This is an optimization exercise on Yosys and OpenROAD, whose aim is small area, a short achievable clock period and few clock cycles, not a production implementation. Only simulation tests tie the RTL to the original design; equivalence was not proved. No driver is modelled on the clock port, so clock power and skew are understated where the tree is cut down; a real chip needs a root buffer or a tree. Power and IR drop assume default switching activity.

**design.v**
```verilog
`default_nettype none
package friet_pkg;
    parameter int block_width = 128;
    parameter int lane_width = 32;
    typedef logic [block_width-1:0] block_t;
    typedef enum logic [3:0] {
        inst_load_key = 4'd1,
        inst_encrypt  = 4'd2,
        inst_decrypt  = 4'd3,
        inst_tag      = 4'd4,
        inst_verify   = 4'd5
    } inst_t;
    typedef enum logic [1:0] {
        core_load    = 2'd0,
        core_encrypt = 2'd1,
        core_decrypt = 2'd2,
        core_squeeze = 2'd3
    } core_oper_t;
    parameter logic [2:0] verdict_fixed_bits = 3'b111;
endpackage
`default_nettype wire
`timescale 1ns/10ps
`default_nettype none
module friet_stream_top #(
    parameter int DIN_DOUT_WIDTH = 32
) (
    input  wire                        clk,
    input  wire                        reg_compare_tag_rst,
    input  wire friet_pkg::inst_t      inst,
    input  wire                        inst_valid,
    output logic                       inst_ready,
    input  wire [DIN_DOUT_WIDTH-1:0]   din,
    input  wire                        din_last,
    input  wire                        din_valid,
    output logic                       din_ready,
    output logic [DIN_DOUT_WIDTH-1:0]  dout,
    output logic                       dout_last,
    output logic                       dout_valid,
    input  wire                        dout_ready
);
    localparam int W = DIN_DOUT_WIDTH;
    localparam int LD = 0;
    localparam int EN = 1;
    localparam int DE = 2;
    localparam int TG = 3;
    localparam int VF = 4;
    logic [W-1:0] lane [0:3];
    logic [3:0] p, p_n;          
    logic [3:0] rsel, rsel_n;    
    logic [1:0] wcnt, wcnt_n;
    logic zero, zero_n;          
    logic [4:0] op, op_n;        
    logic [3:0] pend, pend_n;    
    logic [4:0] dec, pdec;
    logic known;
    logic iready, iready_n;
    logic vlast, vlast_n;        
    logic [3:0] diff;            
    logic [W-1:0] o0_d, o1_d;
    logic o0_l, o1_l;
    logic o0_v, o0_v_n;
    logic o1_v, o1_v_n;
    logic drdy, drdy_n;          
    logic qstep, qstep_n;        
    logic dmask, dmask_n;        
    logic [3:0] wep, wep_n;      
    logic [W-1:0] rd;
    logic [W-1:0] x;
    logic [W-1:0] res;
    logic res_l;
    logic [W-1:0] wdata;
    logic step;
    logic enq;
    logic deq;
    logic fin;
    logic free;
    logic blk_end;
    logic wr;
    logic inst_hs;
    always_comb begin
        rd = '0;
        for (int i = 0; i < 4; i++) begin
            rd = rd | (lane[i] & {W{rsel[i]}});
        end
    end
    assign x = rd ^ (din & {W{dmask}});
    assign res = x | {{(W-4){1'b0}}, {3{vlast}}, vlast & (|diff)};
    assign res_l = vlast | (op[TG] & (wcnt == 2'd3)) | ((op[EN] | op[DE]) & din_last);
    assign wdata = op[EN] ? x : din;
    assign inst_ready = iready;
    assign din_ready = drdy;
    assign dout = o0_d;
    assign dout_last = o0_l;
    assign dout_valid = o0_v;
    assign step = qstep | (din_valid & drdy);
    assign enq = step & (op[EN] | op[DE] | op[TG] | vlast);
    assign deq = o0_v & dout_ready;
    assign blk_end = step & (wcnt == 2'd3);
    assign fin = vlast ? step : (op[TG] ? blk_end : (step & ~op[VF] & din_last));
    assign free = ~(|op) | fin;
    assign wr = op[LD] | op[EN] | op[DE];
    assign inst_hs = inst_valid & iready;
    always_comb begin
        dec = '0;
        case (inst)
            friet_pkg::inst_load_key: dec[LD] = 1'b1;
            friet_pkg::inst_encrypt:  dec[EN] = 1'b1;
            friet_pkg::inst_decrypt:  dec[DE] = 1'b1;
            friet_pkg::inst_tag:      dec[TG] = 1'b1;
            friet_pkg::inst_verify:   dec[VF] = 1'b1;
            default:                  dec = '0;
        endcase
    end
    always_comb begin
        pdec = '0;
        case (pend)
            friet_pkg::inst_load_key: pdec[LD] = 1'b1;
            friet_pkg::inst_encrypt:  pdec[EN] = 1'b1;
            friet_pkg::inst_decrypt:  pdec[DE] = 1'b1;
            friet_pkg::inst_tag:      pdec[TG] = 1'b1;
            default:                  pdec[VF] = 1'b1;
        endcase
    end
    assign known = |dec;
    always_comb begin
        op_n = op;
        pend_n = pend;
        iready_n = iready;
        if (free) begin
            iready_n = 1'b1;
            if (!iready) op_n = pdec;
            else if (inst_hs) op_n = dec;
            else op_n = '0;
        end else if (inst_hs) begin
            pend_n = inst;
            iready_n = ~known;
        end
        p_n = p;
        wcnt_n = wcnt;
        zero_n = zero;
        vlast_n = vlast;
        if (step && !vlast) begin
            wcnt_n = wcnt + 2'd1;
            if (blk_end && (op[EN] || op[DE])) p_n = {p[1:0], p[3:2]};
            else p_n = {p[2:0], p[3]};
            if (blk_end && wr) zero_n = 1'b0;
            if (blk_end && op[VF]) vlast_n = 1'b1;
        end
        if (step && vlast) vlast_n = 1'b0;
        if (deq) o0_v_n = o1_v | enq;
        else o0_v_n = o0_v | enq;
        o1_v_n = o1_v ? ~deq : (enq & o0_v & ~deq);
        if (reg_compare_tag_rst) begin
            op_n = '0;
            iready_n = 1'b1;
            p_n = 4'b0001;
            wcnt_n = 2'd0;
            zero_n = 1'b1;
            vlast_n = 1'b0;
            o0_v_n = 1'b0;
            o1_v_n = 1'b0;
        end
        rsel_n = p_n & {4{~(zero_n | vlast_n)}};
        dmask_n = (op_n[EN] | op_n[DE] | op_n[VF]) & ~vlast_n;
        drdy_n = op_n[LD] | (op_n[VF] & ~vlast_n) | ((op_n[EN] | op_n[DE]) & ~o1_v_n);
        qstep_n = (op_n[TG] | vlast_n) & ~o1_v_n;
        wep_n = p_n & {4{drdy_n & (op_n[LD] | op_n[EN] | op_n[DE])}};
    end
    always_ff @(posedge clk) begin
        op <= op_n;
        pend <= pend_n;
        iready <= iready_n;
        p <= p_n;
        wcnt <= wcnt_n;
        zero <= zero_n;
        vlast <= vlast_n;
        o0_v <= o0_v_n;
        o1_v <= o1_v_n;
        rsel <= rsel_n;
        dmask <= dmask_n;
        drdy <= drdy_n;
        qstep <= qstep_n;
        wep <= wep_n;
    end
    always_ff @(posedge clk) begin
        if (step && op[VF] && !vlast) begin
            for (int k = 0; k < 4; k++) begin
                diff[k] <= ((wcnt != 2'd0) & diff[k]) | (|x[8*k +: 8]);
            end
        end
    end
    always_ff @(posedge clk) begin
        for (int i = 0; i < 4; i++) begin
            if (din_valid && wep[i]) lane[i] <= wdata;
        end
    end
    always_ff @(posedge clk) begin
        if (!o0_v || dout_ready) begin
            o0_d <= o1_v ? o1_d : res;
            o0_l <= o1_v ? o1_l : res_l;
        end
        if (!o1_v) begin
            o1_d <= res;
            o1_l <= res_l;
        end
    end
endmodule
`default_nettype wire
```
**flow/run.sh**
```bash
#!/bin/bash
# The standard layout, with plain buffers (not delay cells) on the ports.
set -euo pipefail
bash standard.sh "BUFFER_PORTS_ARGS=-buffer_cell sky130_fd_sc_hd__buf_1" finish > standard.log 2>&1
```
**standard.sh**
```bash
#!/bin/bash
# synth_recipe.tcl (not shown) runs the flow's synth.tcl, then flattens the netlist and writes it again
# the make line also repeats each setting of config.mk as NAME=value (left out here)
make -C /OpenROAD-flow-scripts/flow DESIGN_CONFIG=/design/flow/config.mk WORK_HOME=/design/flow/orfs CLKGATE_MAP_FILE= SYNTH_SCRIPT=/design/flow/synth_recipe.tcl "${@:-finish}"
```
**config.mk**
```make
export PLATFORM = sky130hd
export DESIGN_NAME = friet_stream_top
export DESIGN_NICKNAME = friet_stream_top
export VERILOG_FILES = /design/flow/design.v
export SDC_FILE = /design/flow/constraint.sdc
export NUM_CORES = 4
export LEC_CHECK = 0
export ABC_AREA = 1
export CAP_MARGIN = 20
export CORE_MARGIN = 2
export CORE_UTILIZATION = 40
export CTS_BUF_LIST = sky130_fd_sc_hd__clkbuf_8 sky130_fd_sc_hd__clkbuf_16
export CTS_CLUSTER_DIAMETER = 100
export CTS_CLUSTER_SIZE = 30
export SETUP_SLACK_MARGIN = 3.8
export SLEW_MARGIN = 20
```
**constraint.sdc**
```tcl
create_clock -name core_clock -period 6.0 [get_ports {clk}]
set_input_delay 1.2000 -clock core_clock [delete_from_list [all_inputs] [get_ports {clk}]]
set_output_delay 1.2000 -clock core_clock [all_outputs]
set_load 0.01 [all_outputs]
```
==> impl_metrics.csv, run 1 <==
group,metric,value,unit
placed_design,dp.cells,1109,
worst_setup_path,worst-path-buf-inv,1,
worst_setup_path,arrival,1.01,ns
worst_setup_path,end_kind,"output port",
floorplan,die-area,23900,sq um
sta,setup_violations,0,
synthesis,synth_top_family_by_area,"simple AND/OR/NAND/NOR gates",
drt,postRouteAntennaNets,0,
worst_setup_path,crit_chain,"buf_2",
drt,avgRoutedWirePerCell,17.62,microns
worst_setup_path,worstSetupStartpoint,"o0_l",
placed_design,place_hpwl,11770,microns
worst_setup_path,reg2reg_slack,4.09,ns
sta,tightest_slew,0.9202,ns
worst_setup_path,rr_endpoint,"o0_d[27]",
floorplan,rows,55,
cells_and_area,insertedDiodeCount,0,
clocking,cts_htree_levels,1,
global_route,grt_pass1_vias,5551,
clocking,cts_sinks,229,
sta,fin_worst_skew,0.01057,ns
global_route,grt_overflow,0,
floorplan,dieHeight,154.6,microns
floorplan,dieWidth,154.6,microns
clocking,cts_root_buf,"clkbuf_16",
cells_and_area,fin_cells,1137,
placed_design,post-place-ws,3.230,ns
placed_design,port_buffers,77,
global_route,grt_antenna_before_repair,0,
clocking,clock_latency,0.47,ns
synthesis,synth_top_area_frac,0.5593,
sta,rsz0062_at_grt,"yes",
drt,drtIter0Drc,352,
sta,relSlewSlack,0.3844,
synthesis,synthMuxAreaShare,0,
synthesis,synth_seq_area_share,0.6917,
floorplan,start_util,0.4045,
cells_and_area,multi_input_area,2451,sq um
drt,wirelength,20030,microns
cells_and_area,register_area,6304,sq um
synthesis,postSynthCellCount,775,
synthesis,ys_top_cells_by_area,"edfxtp_1 56%, dfxtp_1 13%, nand2_1 6.9%",
clocking,ctsHoldBuffers,0,
synthesis,synth-xor-area-share,0.03089,
synthesis,yosys.area_share.simple,0.1295,
power,p_leak,3.760,nW
sta,timing.final.ws_setup,3.793,ns
cells_and_area,area_growth_syn_to_layout,11.40,%
synthesis,ys_top_cells_by_count,"169 x edfxtp_1, 168 x nand2_1, 64 x a22o_1",
power,power.density,401.4,nW/um^2
global_route,grt_usage,0.1680,
sta,slew_violations,0,
flow_run,maxCapViolations,0,
sta,hold_viol_final,0,
cells_and_area,num-fill-cells,2093,
synthesis,synth_nets,819,
global_route,grt_pass1_wl,30860,microns
worst_setup_path,crit_path_end,"dout_last",
drt,vias,5728,
global_route,grt_max_degree,53,
run_status,outcome,"no timing/DRC/antenna violations",
drt,drc,0,
worst_setup_path,critPathMaxFanout,1,
clocking,cts_buffer_depth,3,
clocking,path_clk_slew,0.11,ns
drt,drt-pass1-iter-count,5,
sta,period_needed,2.207,ns
sta,fin_tns_setup,0,ns
floorplan,fp.coreArea,22430,sq um
clocking,cts_tree,"yes",
drt,routed_via_density,5.038,
cells_and_area,nNetsFinal,892,
sta,clock.fmax,453.1,MHz
worst_setup_path,crit_type,"reg2out",
worst_setup_path,path_depth,1,
synthesis,synth_top_area_cell,"edfxtp_1",
placed_design,place_congestion,0.7963,
synthesis,yosys.cell_types.count,33,
synthesis,synth_area,9074,sq um
cells_and_area,drive_gt1_frac,0.1103,
sta,post-route-period-util,0.3678,
synthesis,yosys_register_bits,229,
power,ir_drop,0.2748,mV
worst_setup_path,critPathMaxStageDelay,0.39,ns
synthesis,yosys.cell_count.top_type,"edfxtp_1",
synthesis,synth-async-reset-ratio,0,
synthesis,syn_avg_cell_area,11.71,sq um
synthesis,synth-compound-area-share,0.1062,
worst_setup_path,reg2regPathDepth,5,
synthesis,synth_fa_ha_area_frac,0.002758,
clocking,cts_buffers,11,
worst_setup_path,crit_required,4.80,ns
worst_setup_path,cpMaxStageDelayCell,"edfxtp_1",
synthesis,synth_edf_count,169,
synthesis,synth_warnings,2,
worst_setup_path,cp-start-kind,"flip-flop",
floorplan,io_pins,78,
worst_setup_path,reg2reg_from,"rsel[2]",
synthesis,synth_top_flop_cell,"edfxtp_1",
min_path,hold_class,"reg2reg",
worst_setup_path,critPathTopFamily,"flip-flops",
power by group:
group / switching (mW) / leakage [nW] / internal (mW) / total (mW)
clock network: 0.469 / 0.169 / 0.343 / 0.813
logic: 0.686 / 1.48 / 0.280 / 0.967
registers: 0.152 / 2.11 / 2.13 / 2.28
total: 1.31 / 3.76 / 2.75 / 4.06
kinds of logic (layout without fill, tap and decap cells):
kind of cell	Yosys count	count (layout)
AO/OA/AOI/OAI	142	142
XOR/XNOR	32	32
adder cells (fa/ha/maj)	2	2
buffers and inverters	92	169
flip-flops	229	229
AND/OR/NAND/NOR	278	278
routing by layer:
metal | vias to the layer above | part of all wire | global-route usage
li1 | 2828 | - | -
met1 | 2705 | 0.46 | 0.2318
met2 | 169 | 0.47 | 0.2861
met3 | 26 | 0.056 | 0.01849
met4 | 0 | 0.019 | 0.04101
met5 | - | 0 | 0
repair_timing:
item,in CTS,in global routing
endpoints found under the setup margin,192,117
gates cloned,5,0
endpoints found under the hold margin,0,0
buffers inserted,0,6
resized for setup,12,41
pin swaps,0,0
metrics by stage:
stage	hold slack, ns	power (mW)	util	area [sq um]
5_1_grt	0.4897	4.297	0.4506	10110
4_1_cts	0.4591	4.063	0.4457	9998
2_1_floorplan	0.4143	2.891	-	9091
3_5_place_dp	0.4326	3.240	0.4297	9641
3_3_place_gp	0.4276	3.221	0.4297	9641
6_report	0.4539	4.057	0.4506	10110
flip-flops by register name, summed over array words and instances (netlist names), 2 cells and up:
name  flops
op        5
rsel      4
wcnt      2
p         4
diff      4
pend      4
o0_d     32
lane    128
wep       4
o1_d     32
layout by cell type, fill, tap and decap left out, drive strengths merged, types with 8 or more instances in the layout:
cell type,instances
nand2,177
edfxtp,169
a22o,64
nor2,64
o21ai,63
inv,61
dfxtp,60
buf,54
clkbuf,42
xor2,24
nand3,18
clkinvlp,11
a21oi,11
nand4,10
xnor2,8
final cells by class:
cell class,count,share of cell area
Multi-Input combinational cell,454,0.2425
Timing Repair Buffer,85,0.03874
Sequential cell,229,0.6236
Clock buffer,11,0.02723
Clock inverter,6,0.003466
Timing Repair inverter,5,0.003713
Inverter,62,0.02550
Tap cell,285,0.03528
worst min-delay path by stage:
| stage | from | endpoint | slack (ns) | cells after the start |
|---|---|---|---|---|
| 2_1_floorplan | o1_d[30] | o1_d[30] | 0.41 | 2 |
| 3_3_place_gp | zero | zero | 0.43 | 2 |
| 3_5_place_dp | zero | zero | 0.43 | 2 |
| 4_1_cts | zero | zero | 0.46 | 2 |
| 5_1_grt | o1_d[7] | o1_d[7] | 0.49 | 2 |
| 6_report | o1_d[30] | o1_d[30] | 0.45 | 2 |
Testbench counts, summed over its fixed seeds: cycles 15,718.
==> run 2, diff against run 1 <==
==> flow/run.sh (replaced) <==
#!/bin/bash
# The standard layout, with plain buffers (not delay cells) on the
# ports and no dummy loads in the clock tree.
set -euo pipefail
bash standard.sh "BUFFER_PORTS_ARGS=-buffer_cell sky130_fd_sc_hd__buf_1" \
  "CTS_ARGS=-sink_clustering_enable -repair_clock_nets -sink_clustering_size 30 -sink_clustering_max_diameter 100 -buf_list {sky130_fd_sc_hd__clkbuf_8 sky130_fd_sc_hd__clkbuf_16} -dont_use_dummy_load" \
  finish > standard.log 2>&1
==> impl_metrics.csv, run 2 <==
group,metric,value,unit
run_status,outcome,"no timing/DRC/antenna violations",
global_route,grt_overflow,0,
sta,tightest_slew,0.9231,ns
worst_setup_path,crit_required,4.80,ns
power,ir_drop,0.2757,mV
cells_and_area,largestRegisters,"lane: 128 flops, o0_d: 32 flops, o1_d: 32 flops",
clocking,path_clk_slew,0.11,ns
min_path,hold_class,"reg2reg",
drt,drt-met1-wl,9293,microns
flow_run,maxCapViolations,0,
cells_and_area,fin_area,10070,sq um
clocking,clock_latency,0.47,ns
worst_setup_path,cpMaxStageDelayCell,"edfxtp_1",
worst_setup_path,critPathTopFamily,"flip-flops",
synthesis,ys_top_cells_by_count,"169 x edfxtp_1, 168 x nand2_1, 64 x a22o_1",
placed_design,place_hpwl,11770,microns
global_route,grt_pass1_wl,30530,microns
synthesis,synth_nets,819,
synthesis,syn_avg_cell_area,11.71,sq um
power,power.density,400.4,nW/um^2
sta,slew_violations,0,
clocking,cts_buffer_depth,3,
synthesis,synth_warnings,2,
synthesis,yosys.cell_count.top_type,"edfxtp_1",
sta,clock.fmax,456.2,MHz
cells_and_area,top_register,"lane",
sta,relSlewSlack,0.3825,
sta,rsz0062_at_grt,"yes",
min_path,worstHoldStart,"o1_d[30]",
synthesis,synth_top_area_frac,0.5593,
global_route,grt_pass1_vias,5498,
placed_design,placed_cell_area,9641,sq um
drt,met3_length,940,microns
synthesis,synth_top_area_cell,"edfxtp_1",
global_route,grt_max_degree,53,
cells_and_area,num-fill-cells,2097,
drt,top_layer_used,"met4",
sta,fin_worst_skew,0.02654,ns
drt,wl_met2,9466,microns
worst_setup_path,worst-path-buf-inv,1,
placed_design,dp.cells,1109,
floorplan,fp.coreArea,22430,sq um
floorplan,die-area,23900,sq um
floorplan,dieWidth,154.6,microns
worst_setup_path,reg2reg_from,"rsel[2]",
floorplan,io_pins,78,
worst_setup_path,crit_chain,"clkbuf_2",
worst_setup_path,crit_type,"reg2out",
global_route,grt_antenna_before_repair,0,
cells_and_area,drive_gt1_frac,0.1076,
cells_and_area,fin_cells,1131,
floorplan,start_util,0.4045,
worst_setup_path,critPathMaxFanout,1,
cells_and_area,area_growth_syn_to_layout,10.96,%
synthesis,yosys_register_bits,229,
cells_and_area,nNetsFinal,892,
cells_and_area,final_common_cell,"edfxtp_1",
drt,avgRoutedWirePerCell,17.77,microns
cells_and_area,insertedDiodeCount,0,
cells_and_area,largest_reg_flops,128,
sta,fin_tns_setup,0,ns
power,p_leak,3.721,nW
synthesis,ys_top_cells_by_area,"edfxtp_1 56%, dfxtp_1 13%, nand2_1 6.9%",
worst_setup_path,end_kind,"output port",
worst_setup_path,arrival,0.99,ns
global_route,grt_usage,0.1660,
placed_design,place_congestion,0.7963,
drt,drc,0,
sta,hold_viol_final,0,
clocking,cts_buffers,11,
synthesis,postSynthCellCount,775,
drt,wirelength,20100,microns
drt,vias,5729,
cells_and_area,final_cell_mix,"169 x edfxtp_1, 166 x nand2_1, 64 x a22o_1",
floorplan,rows,55,
floorplan,dieHeight,154.6,microns
placed_design,port_buffers,77,
clocking,cts_tree,"yes",
worst_setup_path,critPathMaxStageDelay,0.39,ns
clocking,cts_root_buf,"clkbuf_16",
synthesis,synth_seq_area_share,0.6917,
drt,postRouteAntennaNets,0,
synthesis,synth_top_flop_cell,"edfxtp_1",
sta,setup_violations,0,
synthesis,yosys.cell_types.count,33,
synthesis,synth_area,9074,sq um
drt,drt-pass1-iter-count,5,
worst_setup_path,cp-start-kind,"flip-flop",
sta,post-route-period-util,0.3653,
clocking,cts_htree_levels,1,
worst_setup_path,worstSetupStartpoint,"o0_d[10]",
clocking,cts_sinks,229,
synthesis,synth-async-reset-ratio,0,
drt,drtIter0Drc,363,
sta,period_needed,2.192,ns
synthesis,synth_edf_count,169,
drt,routed_via_density,5.065,
-- run 2: cell counts after synthesis --
No cell type changed its count.
-- run 2: report_power, final --
group	leakage, nW	internal (mW)	switching (mW)
Combinational	1.48	0.279	0.689
Sequential	2.11	2.13	0.152
Clock	0.136	0.333	0.453
Total	3.72	2.74	1.29
-- run 2: metrics by stage --
step,power (mW),setup WS (ns),hold slack [ns],util
2_1_floorplan,2.891,3.819,0.4143,-
5_1_grt,4.265,3.756,0.4890,0.4488
4_1_cts,4.021,3.578,0.4589,0.4435
3_5_place_dp,3.240,3.230,0.4326,0.4297
3_3_place_gp,3.221,3.260,0.4276,0.4297
6_report,4.031,3.808,0.4531,0.4488
-- run 2: layer usage --
layer  GRT usage  up-vias
met5           0        -
met4     0.04541        0
met3     0.02017       27
met2      0.2804      148
met1      0.2278     2735
li1            -     2819
-- run 2: final cells by class --
| type | instances | area [sq um] | share of cell area |
|---|---|---|---|
| clock buffer | 11 | 275.3 | 0.02734 |
| timing repair buffer | 85 | 389.1 | 0.03865 |
| sequential | 229 | 6301 | 0.6258 |
| tap | 285 | 356.6 | 0.03542 |
| timing repair inverter | 5 | 37.54 | 0.003728 |
| inverter | 62 | 257.7 | 0.02560 |
| multi-input combinational | 454 | 2451 | 0.2434 |
-- run 2: worst paths after layout --
kind | to | slack [ns] | cells after the start
setup / recovery | dout[10] | 3.81 | 1
hold / removal | o1_d[30] | 0.45 | 2
setup reg to reg | lane[0][6] | 4.06 | 5
hold reg to reg | o1_d[30] | 0.45 | 2
-- run 2: kinds of logic after synthesis --
family	after synthesis	share of synthesized area
xor gates and xnor gates	32	0.03089
buffers and inverters	92	0.03902
DFF	229	0.6917
and+or+nand+nor	278	0.1295
adders and majority gates	2	0.002757
AOI/OAI and AO/OA	142	0.1062
-- run 2: repair_timing --
item,in CTS,in global routing
resized for setup,7,43
endpoints found under the setup margin,168,177
gates cloned,4,1
setup buffers,0,6
hold buffers,0,0
==> run 3, diff against run 2 <==
==> flow/run.sh (replaced) <==
#!/bin/bash
# The standard layout, with plain buffers (not delay cells) on the
# ports, and a clock tree of two levels: after clock tree synthesis the
# buffers of the H-tree's branch level are taken out, so the root buffer
# drives the leaf buffers directly; every register's clock keeps going
# through the same number of buffers.
set -euo pipefail
PORTS="BUFFER_PORTS_ARGS=-buffer_cell sky130_fd_sc_hd__buf_1"
bash standard.sh "$PORTS" cts > standard_cts.log 2>&1
openroad -no_init -exit flow/flatten_clock_tree.tcl > flatten_clock_tree.log 2>&1
bash standard.sh "$PORTS" finish > standard_finish.log 2>&1
==> flow/flatten_clock_tree.tcl (new file) <==
# Takes the branch-level buffers (clkbuf_1_*, clkbuf_2_*, ...) out of the
# clock tree: each one's loads move to the net that drives it. The root
# buffer (clkbuf_0_*) and the leaf buffers stay.
set odb orfs/results/sky130hd/friet_stream_top/base/4_cts.odb
read_db $odb
set block [ord::get_db_block]
set n 0
foreach inst [$block getInsts] {
  set name [$inst getName]
  if {[regexp {^clkbuf_[1-9][0-9]*_} $name]} {
    set in_it [$inst findITerm A]
    set out_it [$inst findITerm X]
    set in_net [$in_it getNet]
    set out_net [$out_it getNet]
    foreach it [$out_net getITerms] {
      if {[$it getInst] ne $inst} {
        $it disconnect
        $it connect $in_net
      }
    }
    $in_it disconnect
    $out_it disconnect
    odb::dbInst_destroy $inst
    odb::dbNet_destroy $out_net
    incr n
  }
}
puts "removed $n branch-level clock buffers"
write_db $odb
==> impl_metrics.csv, run 3 <==
group,metric,value,unit
power,ir_drop,0.2468,mV
worst_setup_path,end_kind,"output port",
worst_setup_path,crit_chain,"buf_2",
synthesis,yosys_register_bits,229,
sta,clock.fmax,467.2,MHz
floorplan,dieWidth,154.6,microns
global_route,grt_max_degree,53,
clocking,ctsHoldBuffers,0,
sta,rsz0062_at_grt,"no",
cells_and_area,nNetsFinal,894,
cells_and_area,final_common_cell,"edfxtp_1",
placed_design,place_hpwl,11770,microns
floorplan,start_util,0.4045,
synthesis,synth-async-reset-ratio,0,
power,power.switching,1.306,mW
synthesis,postSynthCellCount,775,
clocking,cts_htree_levels,1,
sta,timing.final.ws_setup,3.859,ns
floorplan,dieHeight,154.6,microns
synthesis,ys_top_cells_by_area,"edfxtp_1 56%, dfxtp_1 13%, nand2_1 6.9%",
run_status,outcome,"no timing/DRC/antenna violations",
sta,fin_worst_skew,0.01337,ns
sta,relSlewSlack,0.3821,
floorplan,io_pins,78,
sta,tightest_slew,0.9236,ns
power,power.share.clock,0.186,
cells_and_area,insertedDiodeCount,0,
synthesis,yosys.cell_types.count,33,
global_route,grt_pass1_wl,30820,microns
worst_setup_path,critPathMaxFanout,1,
synthesis,yosys.cell_count.top_type,"edfxtp_1",
synthesis,synth_top_flop_cell,"edfxtp_1",
sta,fin_tns_setup,0,ns
min_path,hold_class,"reg2reg",
power,p_comb_frac,0.243,
clocking,cts_tree,"yes",
synthesis,synth_area,9074,sq um
sta,period_needed,2.141,ns
placed_design,place_congestion,0.7963,
synthesis,ys_top_cells_by_count,"169 x edfxtp_1, 168 x nand2_1, 64 x a22o_1",
min_path,hold_depth,2,
drt,routed_via_density,5.004,
drt,avgRoutedWirePerCell,17.65,microns
sta,slew_violations,0,
floorplan,fp.coreArea,22430,sq um
drt,wirelength,20100,microns
clocking,path_clk_slew,0.12,ns
global_route,grt_pass1_vias,5508,
power,netSwitchingFraction,0.3274,
drt,postRouteAntennaNets,0,
worst_setup_path,critPathTopFamily,"flip-flops",
synthesis,synth_top_area_cell,"edfxtp_1",
synthesis,synth_edf_count,169,
power,p_int,2.682,mW
worst_setup_path,crit_type,"reg2out",
synthesis,synth_warnings,2,
worst_setup_path,path_depth,1,
synthesis,syn_avg_cell_area,11.71,sq um
cells_and_area,drive_gt1_frac,0.07963,
cells_and_area,largest_reg_flops,128,
clocking,cts_sinks,229,
floorplan,die-area,23900,sq um
sta,setup_violations,0,
worst_setup_path,reg2regPathDepth,5,
worst_setup_path,worst-path-buf-inv,1,
worst_setup_path,arrival,0.94,ns
clocking,cts_buffers,11,
drt,drt-pass1-iter-count,5,
cells_and_area,top_register,"lane",
drt,drtIter0Drc,367,
synthesis,synth_seq_area_share,0.6917,
worst_setup_path,critPathMaxStageDelay,0.39,ns
clocking,cts_buffer_depth,3,
synthesis,synth_nets,819,
worst_setup_path,crit_required,4.80,ns
synthesis,synth_top_area_frac,0.5593,
sta,post-route-period-util,0.3568,
global_route,grt_antenna_before_repair,0,
worst_setup_path,cp-start-kind,"flip-flop",
cells_and_area,largestRegisters,"lane: 128 flops, o0_d: 32 flops, o1_d: 32 flops",
cells_and_area,area_growth_syn_to_layout,10.81,%
power,p_seq_frac,0.571,
drt,vias,5700,
floorplan,rows,55,
cells_and_area,num-fill-cells,2104,
power,power.density,396.6,nW/um^2
global_route,grt_overflow,0,
global_route,grt_usage,0.1728,
drt,drc,0,
placed_design,post-place-ws,3.230,ns
worst_setup_path,cpMaxStageDelayCell,"edfxtp_1",
clocking,clock_latency,0.40,ns
flow_run,maxCapViolations,0,
clocking,cts_root_buf,"clkbuf_16",
sta,hold_viol_final,0,
cells_and_area,final_cell_mix,"169 x edfxtp_1, 166 x nand2_1, 72 x buf_1",
power,p_leak,3.662,nW
placed_design,port_buffers,77,
[run 3: through the flow]
| step | util | hold slack [ns] | total power [mW] | instances | instance area [sq um] |
|---|---|---|---|---|---|
| 2_1_floorplan | - | 0.4143 | 2.891 | 775 | 9091 |
| 3_3_place_gp | 0.4297 | 0.4276 | 3.221 | 1109 | 9641 |
| 3_5_place_dp | 0.4297 | 0.4326 | 3.240 | 1109 | 9641 |
| 4_1_cts | 0.4457 | 0.4591 | 4.063 | 1131 | 9998 |
| 5_1_grt | 0.4482 | 0.4897 | 4.222 | 1139 | 10050 |
| 6_report | 0.4482 | 0.4542 | 3.988 | 1139 | 10050 |
[run 3: routing by layer]
layer	GRT usage	routed length (microns)
met2	0.2868	9480
met1	0.2316	9281
met3	0.02998	958
met4	0.05732	382
met5	0	0
[run 3: power groups by stage]
stage | sequential [mW] | clock, mW | combinational [mW]
after floorplan | 2.29 | 0 | 0.603
after global placement | 2.31 | 0 | 0.915
after detailed placement | 2.31 | 0 | 0.928
after CTS | 2.28 | 0.831 | 0.953
after global routing | 2.31 | 0.813 | 1.10
final | 2.28 | 0.743 | 0.967
[run 3: logic make-up (layout without fill, tap and decap cells)]
kind of cell	Yosys count	after routing	share of synthesized area
AO/OA/AOI/OAI	142	142	0.1062
flip-flops	229	229	0.6917
XOR/XNOR	32	32	0.03089
AND/OR/NAND/NOR	278	278	0.1295
adder cells (fa/ha/maj)	2	2	0.002757
buffers and inverters	92	171	0.03902
[run 3: final cells by class]
cell class	count	area, sq um	share of cell area
clock buffers	9	225.2	0.02240
clock inverters	6	35.03	0.003484
inverters	62	257.7	0.02563
multi-input cells	454	2456	0.2443
flip-flops and latches	229	6301	0.6267
well taps	285	356.6	0.03547
repair buffers	89	385.4	0.03833
repair inverters	5	37.54	0.003733
[run 3: timing repair]
item                       4_1_cts  5_1_grt
pin swaps                        0        1
resized for setup               12       12
setup endpoints to repair      192       82
setup buffers                    0       10
gates cloned                     5        0
[run 3: path summary, 6_finish.rpt]
| kind | slack, ns | end | from |
|---|---|---|---|
| worst max-delay path | 3.86 | dout_last | o0_l |
| worst min-delay path | 0.45 | o1_d[30] | o1_d[30] |
| worst min register to register | 0.45 | o1_d[30] | o1_d[30] |
| worst max register to register | 4.08 | lane[0][6] | rsel[2] |
==> run 4, diff against run 3 <==
--- a/design.v
+++ b/design.v
@@ -132,9 +132,9 @@
             else if (inst_hs) op_n = dec;
             else op_n = '0;
         end else if (inst_hs) begin
-            pend_n = inst;
             iready_n = ~known;
         end
+        if (iready) pend_n = inst;
         p_n = p;
         wcnt_n = wcnt;
         zero_n = zero;
==> flow/run.sh (replaced) <==
#!/bin/bash
# The standard layout, with plain buffers (not delay cells) on the
# ports, no dummy loads in the clock tree, and a clock tree of two levels:
# after clock tree synthesis the buffers of the H-tree's branch level are
# taken out, so the root buffer drives the leaf buffers directly; every
# register's clock keeps going through the same number of buffers.
set -euo pipefail
PORTS="BUFFER_PORTS_ARGS=-buffer_cell sky130_fd_sc_hd__buf_1"
CTS="CTS_ARGS=-sink_clustering_enable -repair_clock_nets -sink_clustering_size 20 -sink_clustering_max_diameter 70 -buf_list {sky130_fd_sc_hd__clkbuf_8 sky130_fd_sc_hd__clkbuf_16} -dont_use_dummy_load"
bash standard.sh "$PORTS" "$CTS" cts > standard_cts.log 2>&1
openroad -no_init -exit flow/flatten_clock_tree.tcl > flatten_clock_tree.log 2>&1
bash standard.sh "$PORTS" "$CTS" finish > standard_finish.log 2>&1
==> impl_metrics.csv, run 4 <==
group,metric,value,unit
cells_and_area,register_area,6306,sq um
drt,postRouteAntennaNets,0,
cells_and_area,drive_gt1_frac,0.07811,
power,power.share.clock,0.216,
sta,clock.fmax,465.4,MHz
clocking,path_clk_slew,0.08,ns
floorplan,fp.coreArea,22430,sq um
synthesis,synth_edf_count,169,
floorplan,io_pins,78,
sta,tightest_slew,0.9241,ns
synthesis,synth-compound-area-share,0.1061,
flow_run,maxCapViolations,0,
cells_and_area,final_cell_mix,"169 x edfxtp_1, 167 x nand2_1, 70 x buf_1",
min_path,hold_class,"reg2reg",
synthesis,synth_warnings,2,
global_route,grt_usage,0.1779,
worst_setup_path,critPathTopFamily,"flip-flops",
sta,setup_violations,0,
cells_and_area,top_register,"lane",
sta,timing.final.ws_setup,3.851,ns
placed_design,post-place-ws,3.217,ns
drt,vias,5742,
worst_setup_path,crit_chain,"clkbuf_2",
floorplan,rows,55,
worst_setup_path,cp-start-kind,"flip-flop",
floorplan,start_util,0.4047,
clocking,cts_sinks,229,
worst_setup_path,critPathMaxStageDelay,0.38,ns
synthesis,yosys_register_bits,229,
worst_setup_path,crit_required,4.80,ns
synthesis,syn_avg_cell_area,11.73,sq um
power,finalPower,4.087,mW
sta,fin_tns_setup,0,ns
synthesis,synth_top_family_by_area,"simple AND/OR/NAND/NOR gates",
global_route,grt_max_degree,54,
drt,avgRoutedWirePerCell,17.92,microns
global_route,grt_pass1_wl,31240,microns
drt,drc,0,
worst_setup_path,worst-path-buf-inv,1,
worst_setup_path,critPathMaxFanout,1,
power,ir_drop,0.2747,mV
sta,hold_viol_final,0,
clocking,clock_latency,0.43,ns
synthesis,synthMuxAreaShare,0,
run_status,outcome,"no timing/DRC/antenna violations",
sta,post-route-period-util,0.3581,
power,p_int,2.785,mW
synthesis,synth_top_area_frac,0.5590,
power,p_seq_frac,0.557,
placed_design,place_hpwl,11940,microns
synthesis,yosys.cell_count.top_type,"edfxtp_1",
cells_and_area,area_growth_syn_to_layout,11.18,%
worst_setup_path,cpMaxStageDelayCell,"edfxtp_1",
placed_design,place_congestion,0.7904,
global_route,grt_overflow,0,
floorplan,dieHeight,154.7,microns
drt,wirelength,20250,microns
synthesis,synth-async-reset-ratio,0,
synthesis,synth_seq_area_share,0.6913,
sta,period_needed,2.149,ns
sta,fin_worst_skew,0.02215,ns
cells_and_area,largestRegisters,"lane: 128 flops, o0_d: 32 flops, o1_d: 32 flops",
cells_and_area,multi_input_area,2452,sq um
worst_setup_path,end_kind,"output port",
cells_and_area,num-fill-cells,2109,
floorplan,die-area,23920,sq um
cells_and_area,insertedDiodeCount,0,
power,power.density,404.9,nW/um^2
synthesis,yosys.area_share.simple,0.1298,
worst_setup_path,crit_type,"reg2out",
sta,rsz0062_at_grt,"yes",
cells_and_area,final_core_util,0.4499,
power,netSwitchingFraction,0.3184,
worst_setup_path,arrival,0.95,ns
drt,routed_via_density,5.081,
cells_and_area,nNetsFinal,891,
synthesis,ys_top_cells_by_count,"169 x edfxtp_1, 168 x nand2_1, 64 x a22o_1",
synthesis,synth_top_area_cell,"edfxtp_1",
synthesis,synth_fa_ha_area_frac,0.002756,
synthesis,synth_nets,818,
synthesis,postSynthCellCount,774,
synthesis,synth_top_flop_cell,"edfxtp_1",
global_route,grt_antenna_before_repair,0,
synthesis,synth-xor-area-share,0.03087,
synthesis,synth_area,9079,sq um
sta,slew_violations,0,
global_route,grt_pass1_vias,5585,
sta,relSlewSlack,0.3818,
power,power.switching,1.301,mW
cells_and_area,largest_reg_flops,128,
placed_design,port_buffers,77,
synthesis,ys_top_cells_by_area,"edfxtp_1 56%, dfxtp_1 13%, nand2_1 6.9%",
drt,drt-pass1-iter-count,5,
synthesis,yosys.cell_types.count,33,
floorplan,dieWidth,154.7,microns
drt,drtIter0Drc,413,
power,p_comb_frac,0.227,
power,p_leak,3.665,nW
cells_and_area,final_common_cell,"edfxtp_1",
-- run 4: final cells by class --
type,instances,area share
Sequential cell,229,0.6248
Timing Repair inverter,5,0.003471
Timing Repair Buffer,82,0.03322
Multi-Input combinational cell,453,0.2430
Clock buffer,14,0.03471
Inverter,62,0.02554
Tap cell,285,0.03533
-- run 4: layer usage --
layer | global-route usage | vias up | wire length, microns
met4 | 0.06570 | 0 | 409
met5 | 0 | - | 0
met3 | 0.04315 | 29 | 1130
met2 | 0.2904 | 159 | 9705
met1 | 0.2318 | 2737 | 9005
li1 | - | 2817 | -
-- run 4: worst paths after layout --
| check | start | end | slack (ns) | cells after the start |
|---|---|---|---|---|
| setup / recovery | o0_d[28] | dout[28] | 3.85 | 1 |
| hold / removal | o1_d[30] | o1_d[30] | 0.45 | 2 |
| setup reg to reg | op[1] | lane[0][16] | 3.99 | 3 |
| hold reg to reg | o1_d[30] | o1_d[30] | 0.45 | 2 |
-- run 4: cells by family after synthesis --
kind of cell | Yosys count
AND/OR/NAND/NOR | 277
XOR/XNOR | 32
AO/OA/AOI/OAI | 142
flip-flops | 229
adder cells (fa/ha/maj) | 2
buffers and inverters | 92
-- run 4: power by group through the flow --
| stage | clock network, mW | registers (mW) | logic (mW) |
|---|---|---|---|
| after floorplan | 0 | 2.28 | 0.598 |
| after global placement | 0 | 2.31 | 0.901 |
| after detailed placement | 0 | 2.32 | 0.914 |
| after CTS | 0.989 | 2.28 | 0.941 |
| after global routing | 0.965 | 2.31 | 1.05 |
| final | 0.883 | 2.28 | 0.928 |
-- run 4: what timing repair did --
action / 4_1_cts / 5_1_grt
endpoints found under the setup margin: 165 / 54
buffers inserted: 1 / 3
hold buffers: 0 / 0
gates cloned: 5 / 0
resized for setup: 14 / 11
-- run 4: per-stage QoR --
step	std cells	hold WS (ns)	area, sq um
after floorplan	774	0.4143	9096
after global placement	1107	0.4278	9637
after detailed placement	1107	0.4351	9637
after CTS	1129	0.4524	10100
after global routing	1130	0.4808	10090
final	1130	0.4462	10090
Testbench counts of run 4, summed over its fixed seeds: cycles 15,718.
==> run 5, diff against run 4 <==
--- a/flow/run.sh
+++ b/flow/run.sh
@@ -6,7 +6,7 @@
 # register's clock keeps going through the same number of buffers.
 set -euo pipefail
 PORTS="BUFFER_PORTS_ARGS=-buffer_cell sky130_fd_sc_hd__buf_1"
-CTS="CTS_ARGS=-sink_clustering_enable -repair_clock_nets -sink_clustering_size 20 -sink_clustering_max_diameter 70 -buf_list {sky130_fd_sc_hd__clkbuf_8 sky130_fd_sc_hd__clkbuf_16} -dont_use_dummy_load"
+CTS="CTS_ARGS=-sink_clustering_enable -repair_clock_nets -sink_clustering_size 30 -sink_clustering_max_diameter 100 -buf_list {sky130_fd_sc_hd__clkbuf_8 sky130_fd_sc_hd__clkbuf_16} -dont_use_dummy_load"
 bash standard.sh "$PORTS" "$CTS" cts > standard_cts.log 2>&1
 openroad -no_init -exit flow/flatten_clock_tree.tcl > flatten_clock_tree.log 2>&1
 bash standard.sh "$PORTS" "$CTS" finish > standard_finish.log 2>&1
--- a/config.mk
+++ b/config.mk
@@ -5,7 +5,7 @@
 export SDC_FILE = /design/flow/constraint.sdc
 export NUM_CORES = 4
 export LEC_CHECK = 0
-export ABC_AREA = 1
+export ABC_AREA = 0
 export CAP_MARGIN = 20
 export CORE_MARGIN = 2
 export CORE_UTILIZATION = 40
==> impl_metrics.csv, run 5 <==
group,metric,value,unit
run_status,outcome,"no timing/DRC/antenna violations",
clocking,cts_sinks,229,
cells_and_area,drive_gt1_frac,0.1290,
cells_and_area,top_register,"lane",
global_route,grt_pass1_wl,30770,microns
sta,setup_violations,0,
cells_and_area,final_common_cell,"edfxtp_1",
sta,fin_worst_skew,0.02335,ns
drt,drtIter0Drc,422,
drt,avgRoutedWirePerCell,20.15,microns
power,finalPower,3.682,mW
sta,rsz0062_at_grt,"yes",
synthesis,synth-async-reset-ratio,0,
power,power.density,365.0,nW/um^2
synthesis,synth_edf_count,169,
placed_design,post-place-ws,2.905,ns
cells_and_area,fin_cells,1001,
worst_setup_path,critPathMaxStageDelay,0.34,ns
drt,routed_via_density,5.381,
floorplan,die-area,23630,sq um
synthesis,synth_nets,689,
placed_design,place_congestion,0.7781,
synthesis,synth_top_area_cell,"edfxtp_1",
synthesis,synth_top_flop_cell,"edfxtp_1",
cells_and_area,insertedDiodeCount,0,
global_route,grt_antenna_before_repair,0,
synthesis,synth_area,8967,sq um
cells_and_area,final_core_util,0.4608,
synthesis,ys_top_cells_by_count,"169 x edfxtp_1, 72 x nand2_1, 60 x dfxtp_1",
clocking,clock_latency,0.40,ns
synthesis,yosys.cell_count.top_type,"edfxtp_1",
drt,postRouteAntennaNets,0,
drt,vias,5386,
cells_and_area,nNetsFinal,767,
global_route,grt_pass1_vias,5552,
worst_setup_path,crit_top_cell,"a21oi_2",
sta,fin_tns_setup,0,ns
cells_and_area,register_area,6306,sq um
worst_setup_path,crit_type,"in2reg",
synthesis,synth_seq_area_share,0.6999,
worst_setup_path,end_kind,"flip-flop",
global_route,grt_max_degree,61,
cells_and_area,final_cell_mix,"169 x edfxtp_1, 72 x buf_1, 70 x nand2_1",
cells_and_area,largestRegisters,"lane: 128 flops, o0_d: 32 flops, o1_d: 32 flops",
power,p_leak,3.415,nW
clocking,path_clk_slew,0.11,ns
min_path,hold_class,"reg2reg",
cells_and_area,area_growth_syn_to_layout,12.49,%
power,ir_drop,0.1955,mV
global_route,grt_overflow,0,
drt,wirelength,20170,microns
floorplan,dieWidth,153.7,microns
synthesis,syn_avg_cell_area,13.90,sq um
sta,timing.final.ws_setup,3.516,ns
sta,clock.fmax,402.5,MHz
worst_setup_path,critPathTopFamily,"compound AO/OA/AOI/OAI gates",
synthesis,yosys.cell_types.count,53,
placed_design,place_hpwl,11980,microns
clocking,ctsHoldBuffers,0,
worst_setup_path,critPathMaxFanout,6,
synthesis,yosys_register_bits,229,
synthesis,synth_top_area_frac,0.5659,
sta,tightest_slew,0.9641,ns
floorplan,rows,54,
sta,post-route-period-util,0.4141,
worst_setup_path,crit_chain,"buf_2 -> a21oi_4 -> a21oi_2 -> buf_4 -> buf_6 -> o22ai_1 -> a21oi_2 -> a311oi_4 -> nor3_1",
global_route,grt_usage,0.1717,
placed_design,dp.cells,972,
placed_design,port_buffers,77,
cells_and_area,largest_reg_flops,128,
floorplan,dieHeight,153.7,microns
floorplan,io_pins,78,
floorplan,fp.coreArea,21890,sq um
worst_setup_path,arrival,2.74,ns
synthesis,ys_top_cells_by_area,"edfxtp_1 57%, dfxtp_1 13%, mux2i_1 3.2%",
worst_setup_path,crit_required,6.25,ns
synthesis,synth_warnings,2,
synthesis,postSynthCellCount,645,
sta,slew_violations,0,
flow_run,maxCapViolations,0,
sta,hold_viol_final,0,
floorplan,start_util,0.4096,
drt,drt-pass1-iter-count,5,
drt,drc,0,
sta,relSlewSlack,0.3573,
worst_setup_path,worst-path-buf-inv,3,
worst_setup_path,cpMaxStageDelayCell,"o22ai_1",
sta,period_needed,2.484,ns
cells_and_area,num-fill-cells,1977,
worst_setup_path,cp-start-kind,"primary input",
cells_and_area,multi_input_area,2585,sq um
[run 5: cell types whose count changed after synthesis, moves of 22 or more]
cell / delta
nor2_1: -35
o21ai_0: -22
a22o_1: -32
a221oi_1: +32
nand2_1: -96
inv_1: -25
mux2i_1: +29
[run 5: stage by stage]
| stage | cell area, sq um | hold WS (ns) |
|---|---|---|
| 6_report | 10090 | 0.4779 |
| 3_5_place_dp | 9510 | 0.4554 |
| 5_1_grt | 10090 | 0.5021 |
| 2_1_floorplan | 8992 | 0.4266 |
| 4_1_cts | 10010 | 0.4831 |
| 3_3_place_gp | 9510 | 0.4420 |
[run 5: where the power goes]
group | switching, mW | internal, mW
combinational | 0.497 | 0.329
sequential | 0.112 | 2.04
clock | 0.434 | 0.273
total | 1.04 | 2.64
[run 5: worst min-delay path, cell delays in order, from the launching register on]
cell and delay (ns):
dfxtp_1 0.33, nand2_1 0.04, o21ai_0 0.08
[run 5: kinds of logic (layout without fill, tap and decap cells)]
logic type / after synthesis / count (layout) / synth area share
mux: 47 / 47 / 0.05539
buf+inv: 67 / 143 / 0.03070
flops: 229 / 229 / 0.6999
xor+xnor: 34 / 34 / 0.03321
simple gates: 136 / 136 / 0.06935
fa+ha+maj: 2 / 2 / 0.002790
compound gates: 130 / 130 / 0.1087
[run 5: layout make-up]
cell class	count	area share
Clock buffer	9	0.02233
Inverter	35	0.01302
Multi-Input combinational cell	349	0.2563
Sequential cell	229	0.6252
Tap cell	280	0.03473
Timing Repair Buffer	99	0.04850
[run 5: final timing paths]
kind	from	to	slack [ns]	depth (start not counted)
worst max-delay path	din_valid	wep[1]	3.52	9
worst min-delay path	o1_d[11]	o1_d[11]	0.48	2
worst max register to register	wcnt[0]	wep[1]	3.77	9
worst min register to register	o1_d[11]	o1_d[11]	0.48	2
[run 5: timing repair]
| action | 4_1_cts | 5_1_grt |
|---|---|---|
| pin swaps | 9 | 5 |
| resized for setup | 30 | 17 |
| setup endpoints to repair | 122 | 72 |
| setup buffers | 16 | 4 |
[run 5: routing by layer]
metal | up-vias | wire [microns] | track usage
met3 | 21 | 1107 | 0.04312
met1 | 2684 | 8553 | 0.2213
li1 | 2547 | - | -
met5 | - | 0 | 0
met2 | 134 | 10160 | 0.2893
met4 | 0 | 347 | 0.04806
==> run 6, diff against run 5 <==
--- a/config.mk
+++ b/config.mk
@@ -5,10 +5,10 @@
 export SDC_FILE = /design/flow/constraint.sdc
 export NUM_CORES = 4
 export LEC_CHECK = 0
-export ABC_AREA = 0
+export ABC_AREA = 1
 export CAP_MARGIN = 20
 export CORE_MARGIN = 2
-export CORE_UTILIZATION = 40
+export CORE_UTILIZATION = 55
 export CTS_BUF_LIST = sky130_fd_sc_hd__clkbuf_8 sky130_fd_sc_hd__clkbuf_16
 export CTS_CLUSTER_DIAMETER = 100
 export CTS_CLUSTER_SIZE = 30
==> impl_metrics.csv, run 6 <==
group,metric,value,unit
global_route,grt_usage,0.2428,
floorplan,fp.coreArea,16000,sq um
drt,drc,0,
run_status,outcome,"no timing/DRC/antenna violations",
drt,drtIter0Drc,511,
synthesis,postSynthCellCount,774,
synthesis,syn_avg_cell_area,11.73,sq um
floorplan,die-area,17550,sq um
clocking,cts_sinks,229,
synthesis,synth_nets,818,
floorplan,dieWidth,132.5,microns
sta,rsz0062_at_grt,"yes",
sta,fin_tns_setup,0,ns
floorplan,rows,46,
cells_and_area,num-fill-cells,1332,
synthesis,synth-async-reset-ratio,0,
global_route,grt_max_degree,53,
sta,slew_violations,0,
cells_and_area,area_growth_syn_to_layout,9.372,%
synthesis,synth_top_flop_cell,"edfxtp_1",
synthesis,ys_top_cells_by_count,"169 x edfxtp_1, 168 x nand2_1, 64 x a22o_1",
drt,routed_via_density,5.443,
drt,postRouteAntennaNets,0,
global_route,grt_overflow,0,
floorplan,io_pins,78,
worst_setup_path,cpMaxStageDelayCell,"edfxtp_1",
synthesis,ys_top_cells_by_area,"edfxtp_1 56%, dfxtp_1 13%, nand2_1 6.9%",
placed_design,dp.cells,1039,
worst_setup_path,critPathMaxStageDelay,0.44,ns
synthesis,synth_area,9079,sq um
placed_design,place_hpwl,11990,microns
synthesis,synth_edf_count,169,
clocking,path_clk_slew,0.11,ns
floorplan,start_util,0.5674,
drt,drt-pass1-iter-count,5,
synthesis,yosys_register_bits,229,
placed_design,port_buffers,77,
floorplan,dieHeight,132.5,microns
clocking,ctsHoldBuffers,0,
sta,tightest_slew,0.9581,ns
cells_and_area,final_core_util,0.6206,
global_route,grt_pass1_vias,5757,
drt,wirelength,20410,microns
cells_and_area,nNetsFinal,890,
clocking,clock_latency,0.39,ns
drt,vias,5770,
cells_and_area,top_register,"lane",
sta,period_needed,2.183,ns
cells_and_area,largestRegisters,"lane: 128 flops, o0_d: 32 flops, o1_d: 32 flops",
sta,clock.fmax,458.1,MHz
cells_and_area,final_cell_mix,"169 x edfxtp_1, 166 x nand2_1, 70 x buf_1",
synthesis,yosys.cell_count.top_type,"edfxtp_1",
worst_setup_path,worst-path-buf-inv,1,
sta,fin_worst_skew,0.03148,ns
power,ir_drop,0.2881,mV
sta,post-route-period-util,0.3638,
global_route,grt_antenna_before_repair,0,
sta,setup_violations,0,
placed_design,place_congestion,0.8381,
drt,avgRoutedWirePerCell,19.26,microns
worst_setup_path,critPathTopFamily,"flip-flops",
synthesis,synth_top_area_cell,"edfxtp_1",
cells_and_area,insertedDiodeCount,0,
worst_setup_path,crit_type,"reg2out",
worst_setup_path,end_kind,"output port",
power,p_leak,3.633,nW
worst_setup_path,arrival,0.98,ns
cells_and_area,fin_cells,1060,
cells_and_area,largest_reg_flops,128,
synthesis,synth_seq_area_share,0.6913,
worst_setup_path,critPathMaxFanout,1,
cells_and_area,final_common_cell,"edfxtp_1",
synthesis,synth_top_area_frac,0.5590,
worst_setup_path,crit_required,4.80,ns
power,power.density,398.4,nW/um^2
global_route,grt_pass1_wl,31950,microns
synthesis,yosys.cell_types.count,33,
worst_setup_path,crit_chain,"clkbuf_2",
sta,relSlewSlack,0.3590,
sta,hold_viol_final,0,
cells_and_area,drive_gt1_frac,0.07938,
min_path,hold_class,"reg2reg",
synthesis,synth_warnings,2,
flow_run,maxCapViolations,0,
worst_setup_path,cp-start-kind,"flip-flop",
-- run 6: changes by cell type after synthesis, sizes merged, moves of 18 or more --
cell	change
a221oi	-32
a22o	+32
inv	+27
mux2	-18
mux2i	-29
nand2	+105
nor2	+39
o21ai	+26
-- run 6: per-layer routing --
metal / GRT usage / share of wire / wire, microns
met2: 0.4050 / 0.48 / 9891
met3: 0.04368 / 0.073 / 1485
met4: 0.05914 / 0.013 / 274
met5: 0 / 0 / 0
met1: 0.3343 / 0.43 / 8761
-- run 6: final timing paths --
kind / slack (ns) / cells after the start / from / to
worst max-delay path: 3.82 / 1 / o0_d[29] / dout[29]
worst min-delay path: 0.46 / 2 / o1_d[30] / o1_d[30]
worst min register to register: 0.46 / 2 / o1_d[30] / o1_d[30]
worst max register to register: 4.04 / 5 / rsel[2] / lane[1][26]
-- run 6: cells by family (layout without fill, tap and decap cells) --
| family | after synthesis | count (layout) | synth area share |
|---|---|---|---|
| AND/OR/NAND/NOR | 277 | 277 | 0.1298 |
| flip-flops | 229 | 229 | 0.6913 |
| buffers and inverters | 92 | 162 | 0.03914 |
| XOR/XNOR | 32 | 32 | 0.03087 |
| adder cells (fa/ha/maj) | 2 | 2 | 0.002756 |
| AO/OA/AOI/OAI | 142 | 142 | 0.1061 |
-- run 6: timing repair --
action,4_1_cts,5_1_grt
endpoints found under the setup margin,224,28
pin swaps,0,7
gates cloned,4,0
setup buffers,2,6
hold endpoints to repair,0,0
gates resized for setup,15,20
-- run 6: cell type report --
cell class              instances  area (sq um)  share of cell area
flip-flops and latches        229          6301              0.6346
repair inverters                4         30.03            0.003024
clock buffers                   9         225.2             0.02268
well taps                     216         270.3             0.02722
inverters                      62         257.7             0.02596
repair buffers                 87         375.4             0.03780
multi-input cells             453          2470              0.2487
-- run 6: tightest hold or removal path, delay by kind of cell (launching register included) --
kind / cells / cell delay [ns]
flip-flops: 1 / 0.32
AND/OR/NAND/NOR: 2 / 0.11
-- run 6: per-stage QoR --
stage | power (mW) | area (sq um) | hold WS, ns | setup slack (ns)
finish | 3.955 | 9930 | 0.4633 | 3.817
floorplan | 2.877 | 9096 | 0.4143 | 3.814
global route | 4.182 | 9930 | 0.4890 | 3.765
global placement | 3.212 | 9557 | 0.4294 | 3.245
detailed placement | 3.238 | 9557 | 0.4388 | 3.267
CTS | 4.014 | 9901 | 0.4664 | 3.742
-- run 6: power by group --
group          internal (mW)  total, mW  switching [mW]
registers               2.12       2.28           0.159
clock network          0.273      0.696           0.423
logic                  0.281      0.982           0.701
total                   2.67       3.96            1.28
==> run 7, diff against run 6 <==
--- a/config.mk
+++ b/config.mk
@@ -8,7 +8,7 @@
 export ABC_AREA = 1
 export CAP_MARGIN = 20
 export CORE_MARGIN = 2
-export CORE_UTILIZATION = 55
+export CORE_UTILIZATION = 30
 export CTS_BUF_LIST = sky130_fd_sc_hd__clkbuf_8 sky130_fd_sc_hd__clkbuf_16
 export CTS_CLUSTER_DIAMETER = 100
 export CTS_CLUSTER_SIZE = 30
==> impl_metrics.csv, run 7 <==
group,metric,value,unit
run_status,outcome,"no timing/DRC/antenna violations",
cells_and_area,top_register,"lane",
power,power.share.clock,0.181,
global_route,grt_antenna_before_repair,1,
floorplan,dieHeight,178.0,microns
cells_and_area,insertedDiodeCount,0,
synthesis,syn_avg_cell_area,11.73,sq um
sta,relSlewSlack,0.3989,
synthesis,synth_nets,818,
global_route,grt_usage,0.1369,
synthesis,synth-async-reset-ratio,0,
synthesis,synth-xor-area-share,0.03087,
placed_design,port_buffers,77,
drt,drt-pass1-iter-count,5,
worst_setup_path,arrival,0.98,ns
sta,hold_viol_final,0,
sta,clock.fmax,459.4,MHz
power,p_comb_frac,0.241,
worst_setup_path,reg2regPathDepth,5,
synthesis,yosys_register_bits,229,
global_route,grt_max_degree,55,
worst_setup_path,cp-start-kind,"flip-flop",
sta,setup_violations,0,
worst_setup_path,cpMaxStageDelayCell,"edfxtp_1",
synthesis,yosys.cell_types.count,33,
worst_setup_path,critPathMaxStageDelay,0.43,ns
floorplan,rows,63,
clocking,path_clk_slew,0.11,ns
worst_setup_path,path_depth,1,
drt,drc,0,
power,power.switching,1.278,mW
sta,period_needed,2.177,ns
sta,rsz0062_at_grt,"yes",
sta,tightest_slew,0.8985,ns
power,power.density,389.5,nW/um^2
min_path,hold_class,"reg2reg",
cells_and_area,final_common_cell,"edfxtp_1",
synthesis,synth_top_family_by_area,"simple AND/OR/NAND/NOR gates",
power,ir_drop,0.1657,mV
cells_and_area,largest_reg_flops,128,
sta,fin_worst_skew,0.02740,ns
worst_setup_path,crit_required,4.80,ns
synthesis,postSynthCellCount,774,
floorplan,fp.coreArea,29720,sq um
drt,avgRoutedWirePerCell,17.16,microns
synthesis,synth_top_area_frac,0.5590,
power,netSwitchingFraction,0.3249,
worst_setup_path,critPathTopFamily,"flip-flops",
worst_setup_path,worst-path-buf-inv,1,
min_path,hold_depth,2,
synthesis,yosys.cell_count.top_type,"edfxtp_1",
placed_design,place_hpwl,12990,microns
cells_and_area,area_growth_syn_to_layout,11.25,%
worst_setup_path,critPathMaxFanout,1,
drt,postRouteAntennaNets,0,
synthesis,synth_fa_ha_area_frac,0.002756,
cells_and_area,nNetsFinal,885,
worst_setup_path,end_kind,"output port",
floorplan,dieWidth,178.0,microns
cells_and_area,final_cell_mix,"169 x edfxtp_1, 166 x nand2_1, 67 x buf_1",
sta,fin_tns_setup,0,ns
synthesis,synth_warnings,2,
power,p_int,2.656,mW
synthesis,synth-compound-area-share,0.1061,
clocking,ctsHoldBuffers,0,
drt,vias,5781,
placed_design,place_congestion,0.8119,
floorplan,start_util,0.3055,
drt,drtIter0Drc,457,
global_route,grt_pass1_wl,32140,microns
synthesis,yosys.area_share.simple,0.1298,
worst_setup_path,crit_type,"reg2out",
cells_and_area,drive_gt1_frac,0.07509,
clocking,clock_latency,0.40,ns
synthesis,ys_top_cells_by_area,"edfxtp_1 56%, dfxtp_1 13%, nand2_1 6.9%",
power,p_seq_frac,0.577,
sta,post-route-period-util,0.3628,
cells_and_area,final_core_util,0.3399,
floorplan,die-area,31670,sq um
power,p_leak,3.622,nW
worst_setup_path,crit_chain,"clkbuf_2",
global_route,grt_overflow,0,
synthesis,synth_top_area_cell,"edfxtp_1",
synthesis,synth_seq_area_share,0.6913,
global_route,grt_pass1_vias,5548,
synthesis,synth_area,9079,sq um
synthesis,synth_top_flop_cell,"edfxtp_1",
drt,routed_via_density,4.704,
clocking,cts_sinks,229,
floorplan,io_pins,78,
sta,slew_violations,0,
drt,wirelength,21090,microns
synthesis,ys_top_cells_by_count,"169 x edfxtp_1, 168 x nand2_1, 64 x a22o_1",
synthesis,synth_edf_count,169,
cells_and_area,largestRegisters,"lane: 128 flops, o0_d: 32 flops, o1_d: 32 flops",
flow_run,maxCapViolations,0,
synthesis,synthMuxAreaShare,0,
[run 7: power by group through the flow]
stage / Sequential (mW) / Combinational, mW / Clock, mW
3_5_place_dp: 2.31 / 0.927 / 0
2_1_floorplan: 2.28 / 0.598 / 0
3_3_place_gp: 2.30 / 0.912 / 0
5_1_grt: 2.30 / 1.08 / 0.793
6_report: 2.27 / 0.949 / 0.714
4_1_cts: 2.27 / 0.944 / 0.812
[run 7: what timing repair did]
| item | CTS | global route |
|---|---|---|
| pin swaps | 0 | 4 |
| gates resized for setup | 13 | 20 |
| endpoints found under the setup margin | 119 | 95 |
| cloned | 3 | 1 |
| hold endpoints to repair | 0 | 0 |
| buffers inserted | 0 | 3 |
[run 7: routing by layer]
metal	vias up	routed length (microns)	GRT usage
met5	-	13	0
met2	149	10080	0.2284
li1	2811	-	-
met4	2	385	0.03996
met3	24	1169	0.03042
met1	2795	9437	0.1781
[run 7: area by class of cell]
cell class / count / area (sq um)
well taps: 390 / 488.0
repair inverters: 4 / 30.03
inverters: 62 / 250.2
clock buffers: 9 / 225.2
fillers: 2909 / 19620
flip-flops and latches: 229 / 6302
multi-input cells: 453 / 2462
repair buffers: 82 / 341.6
[run 7: worst paths after layout]
kind / start / end / slack [ns]
max: o0_d[2] / dout[2] / 3.82
min reg2reg: zero / zero / 0.45
min: zero / zero / 0.45
max reg2reg: rsel[0] / lane[1][28] / 4.00
[run 7: through the flow]
step	worst slack, ns	hold WS [ns]	std cells	instance area [sq um]	total power, mW
after detailed placement	3.201	0.4373	1213	9774	3.238
after CTS	3.726	0.4587	1227	10090	4.030
final	3.823	0.4547	1229	10100	3.934
after floorplan	3.814	0.4143	774	9096	2.877
after global routing	3.752	0.4807	1229	10100	4.173
after global placement	3.244	0.4328	1213	9774	3.217
[run 7: cells by family (layout without fill, tap and decap cells)]
group                    Yosys count  after routing
adder cells (fa/ha/maj)            2              2
buffers and inverters             92            157
flip-flops                       229            229
AND/OR/NAND/NOR                  277            277
XOR/XNOR                          32             32
AO/OA/AOI/OAI                    142            142
==> run 8, diff against run 7 <==
--- a/config.mk
+++ b/config.mk
@@ -8,9 +8,9 @@
 export ABC_AREA = 1
 export CAP_MARGIN = 20
 export CORE_MARGIN = 2
-export CORE_UTILIZATION = 30
+export CORE_UTILIZATION = 40
 export CTS_BUF_LIST = sky130_fd_sc_hd__clkbuf_8 sky130_fd_sc_hd__clkbuf_16
 export CTS_CLUSTER_DIAMETER = 100
 export CTS_CLUSTER_SIZE = 30
-export SETUP_SLACK_MARGIN = 3.8
+export SETUP_SLACK_MARGIN = 3.85
 export SLEW_MARGIN = 20
==> impl_metrics.csv, run 8 <==
group,metric,value,unit
run_status,outcome,"no timing/DRC/antenna violations",
drt,drc,0,
cells_and_area,area_growth_syn_to_layout,11.67,%
worst_setup_path,end_kind,"output port",
cells_and_area,top_register,"lane",
worst_setup_path,crit_type,"reg2out",
worst_setup_path,critPathMaxStageDelay,0.41,ns
drt,routed_via_density,5.012,
power,power.share.clock,0.179,
cells_and_area,num-fill-cells,2105,
drt,drtIter0Drc,472,
global_route,grt_pass1_vias,5515,
cells_and_area,largest_reg_flops,128,
drt,wirelength,20140,microns
synthesis,ys_top_cells_by_count,"169 x edfxtp_1, 168 x nand2_1, 64 x a22o_1",
global_route,grt_overflow,0,
synthesis,ys_top_cells_by_area,"edfxtp_1 56%, dfxtp_1 13%, nand2_1 6.9%",
synthesis,synth_top_area_frac,0.5590,
worst_setup_path,crit_chain,"clkbuf_2",
sta,fin_tns_setup,0,ns
sta,hold_viol_final,0,
synthesis,synth_nets,818,
sta,post-route-period-util,0.3601,
min_path,hold_class,"reg2reg",
worst_setup_path,worst-path-buf-inv,1,
cells_and_area,multi_input_area,2495,sq um
synthesis,synth_area,9079,sq um
power,power.density,393.1,nW/um^2
placed_design,place_congestion,0.7720,
drt,avgRoutedWirePerCell,17.76,microns
cells_and_area,final_common_cell,"edfxtp_1",
synthesis,yosys.cell_count.top_type,"edfxtp_1",
sta,setup_violations,0,
cells_and_area,final_cell_mix,"169 x edfxtp_1, 165 x nand2_1, 64 x a22o_1",
flow_run,maxCapViolations,0,
drt,postRouteAntennaNets,0,
synthesis,synth_top_flop_cell,"edfxtp_1",
clocking,clock_latency,0.40,ns
power,p_comb_frac,0.253,
global_route,grt_max_degree,54,
clocking,ctsHoldBuffers,0,
sta,rsz0062_at_grt,"yes",
clocking,cts_sinks,229,
placed_design,post-place-ws,3.177,ns
floorplan,io_pins,78,
power,p_int,2.694,mW
floorplan,dieHeight,154.7,microns
drt,drt-pass1-iter-count,5,
synthesis,yosys_register_bits,229,
sta,slew_violations,0,
power,netSwitchingFraction,0.3241,
worst_setup_path,critPathMaxFanout,1,
sta,relSlewSlack,0.3771,
synthesis,synth-async-reset-ratio,0,
floorplan,dieWidth,154.7,microns
sta,fin_worst_skew,0.02764,ns
clocking,path_clk_slew,0.11,ns
worst_setup_path,critPathTopFamily,"flip-flops",
power,ir_drop,0.2257,mV
synthesis,synth_edf_count,169,
power,p_leak,3.755,nW
global_route,grt_usage,0.1751,
global_route,grt_pass1_wl,31190,microns
worst_setup_path,arrival,0.96,ns
worst_setup_path,cp-start-kind,"flip-flop",
floorplan,fp.coreArea,22430,sq um
drt,vias,5684,
cells_and_area,largestRegisters,"lane: 128 flops, o0_d: 32 flops, o1_d: 32 flops",
placed_design,place_hpwl,12340,microns
sta,timing.final.ws_setup,3.840,ns
synthesis,syn_avg_cell_area,11.73,sq um
worst_setup_path,cpMaxStageDelayCell,"edfxtp_1",
cells_and_area,insertedDiodeCount,0,
synthesis,synth_warnings,2,
worst_setup_path,crit_required,4.80,ns
floorplan,die-area,23920,sq um
cells_and_area,drive_gt1_frac,0.1190,
power,p_seq_frac,0.568,
power,power.switching,1.291,mW
cells_and_area,nNetsFinal,895,
sta,period_needed,2.161,ns
global_route,grt_antenna_before_repair,0,
floorplan,start_util,0.4047,
sta,tightest_slew,0.9311,ns
synthesis,postSynthCellCount,774,
synthesis,yosys.cell_types.count,33,
placed_design,port_buffers,77,
synthesis,synth_top_area_cell,"edfxtp_1",
cells_and_area,register_area,6305,sq um
floorplan,rows,55,
synthesis,synth_seq_area_share,0.6913,
sta,clock.fmax,462.9,MHz
[run 8: area by class of cell]
| cell class | count | share of cell area |
|---|---|---|
| Timing Repair inverter | 4 | 0.002962 |
| Sequential cell | 229 | 0.6219 |
| Tap cell | 285 | 0.03517 |
| Multi-Input combinational cell | 453 | 0.2461 |
| Clock buffer | 9 | 0.02221 |
| Inverter | 62 | 0.02530 |
| Timing Repair Buffer | 92 | 0.04640 |
[run 8: cell families after synthesis]
family / Yosys count / synth area share
fa+ha+maj: 2 / 0.002756
simple gates: 277 / 0.1298
xor+xnor: 32 / 0.03087
compound gates: 142 / 0.1061
buf+inv: 92 / 0.03914
flops: 229 / 0.6913
[run 8: path summary, 6_finish.rpt]
path / startpoint / to / slack (ns) / cells after the start
setup reg to reg: op[1] / lane[1][9] / 4.02 / 3
setup / recovery: o0_d[2] / dout[2] / 3.84 / 1
hold / removal: zero / zero / 0.45 / 2
hold reg to reg: zero / zero / 0.45 / 2
[run 8: worst register-to-register path: cells and delay by family (launching register included)]
family	cells	cell delay, ns
compound gates	1	0.53
buf+inv	2	0.56
flops	1	0.66
[run 8: timing repair]
item / CTS / global route
cloned: 4 / 0
buffers inserted: 2 / 9
resized for setup: 19 / 46
endpoints found under the setup margin: 258 / 95
endpoints found under the hold margin: 0 / 0
pin swaps: 0 / 3
[run 8: metrics by stage]
stage | hold WS [ns] | instances | util | instance area [sq um] | total power [mW]
floorplan | 0.4143 | 774 | - | 9129 | 2.895
global placement | 0.4265 | 1110 | 0.4319 | 9689 | 3.230
detailed placement | 0.4305 | 1110 | 0.4319 | 9689 | 3.247
CTS | 0.4500 | 1127 | 0.4470 | 10030 | 4.045
global route | 0.4701 | 1134 | 0.4519 | 10140 | 4.217
finish | 0.4509 | 1134 | 0.4519 | 10140 | 3.985
[run 8: power by group through the flow]
stage | Sequential, mW | Clock [mW] | Combinational, mW
after floorplan | 2.28 | 0 | 0.612
after global placement | 2.30 | 0 | 0.927
after detailed placement | 2.31 | 0 | 0.938
after CTS | 2.27 | 0.803 | 0.975
after global routing | 2.30 | 0.787 | 1.13
final | 2.26 | 0.715 | 1.01
[run 8: metal layers]
layer  wire length, microns  share of wire  track usage
met5                      0              0            0
met4                    309          0.015      0.04894
met3                    925          0.046      0.03110
met2                   9650           0.48       0.2908
met1                   9257           0.46       0.2377

## afterwards: timing with drivers on the ports
The flow's constraints put no driver on any port. The routed layouts listed below were extracted and timed again, unchanged, in two steps.
Step 1, drivers: a clkbuf_16 drives clk and a buf_2 each remaining input, both assumed.
Step 2 moves the port delays by t, midway between the first and last clock arrival at a register: inputs arrive t later, outputs are due t later. That takes back most of the time a late clock gives input paths.
a / b / c = ideal ports / drivers / drivers and shift; a / b = the first two.
run	shift t [ns]	slack for setup (ns)	clock arrival spread, ns	pins driven straight from the clock port
run 1	0.506	3.793 / 3.750 / 3.476	0.011 / 0.011	1
run 2	0.494	3.808 / 3.767 / 3.482	0.028 / 0.027	1
run 3	0.439	3.859 / 3.819 / 3.521	0.014 / 0.014	1
run 4	0.467	3.851 / 3.808 / 3.450	0.024 / 0.024	1
run 5	0.436	3.516 / 3.533 / 3.097	0.025 / 0.025	1
run 6	0.416	3.817 / 3.777 / 3.435	0.032 / 0.031	1
run 7	0.432	3.823 / 3.780 / 3.447	0.028 / 0.028	1
run 8	0.434	3.840 / 3.795 / 3.490	0.030 / 0.029	1
After both steps every run listed still meets setup and hold. The setup slack of run 5, which loses most, moves by +0.017 ns with the drivers and by -0.419 ns with both steps.
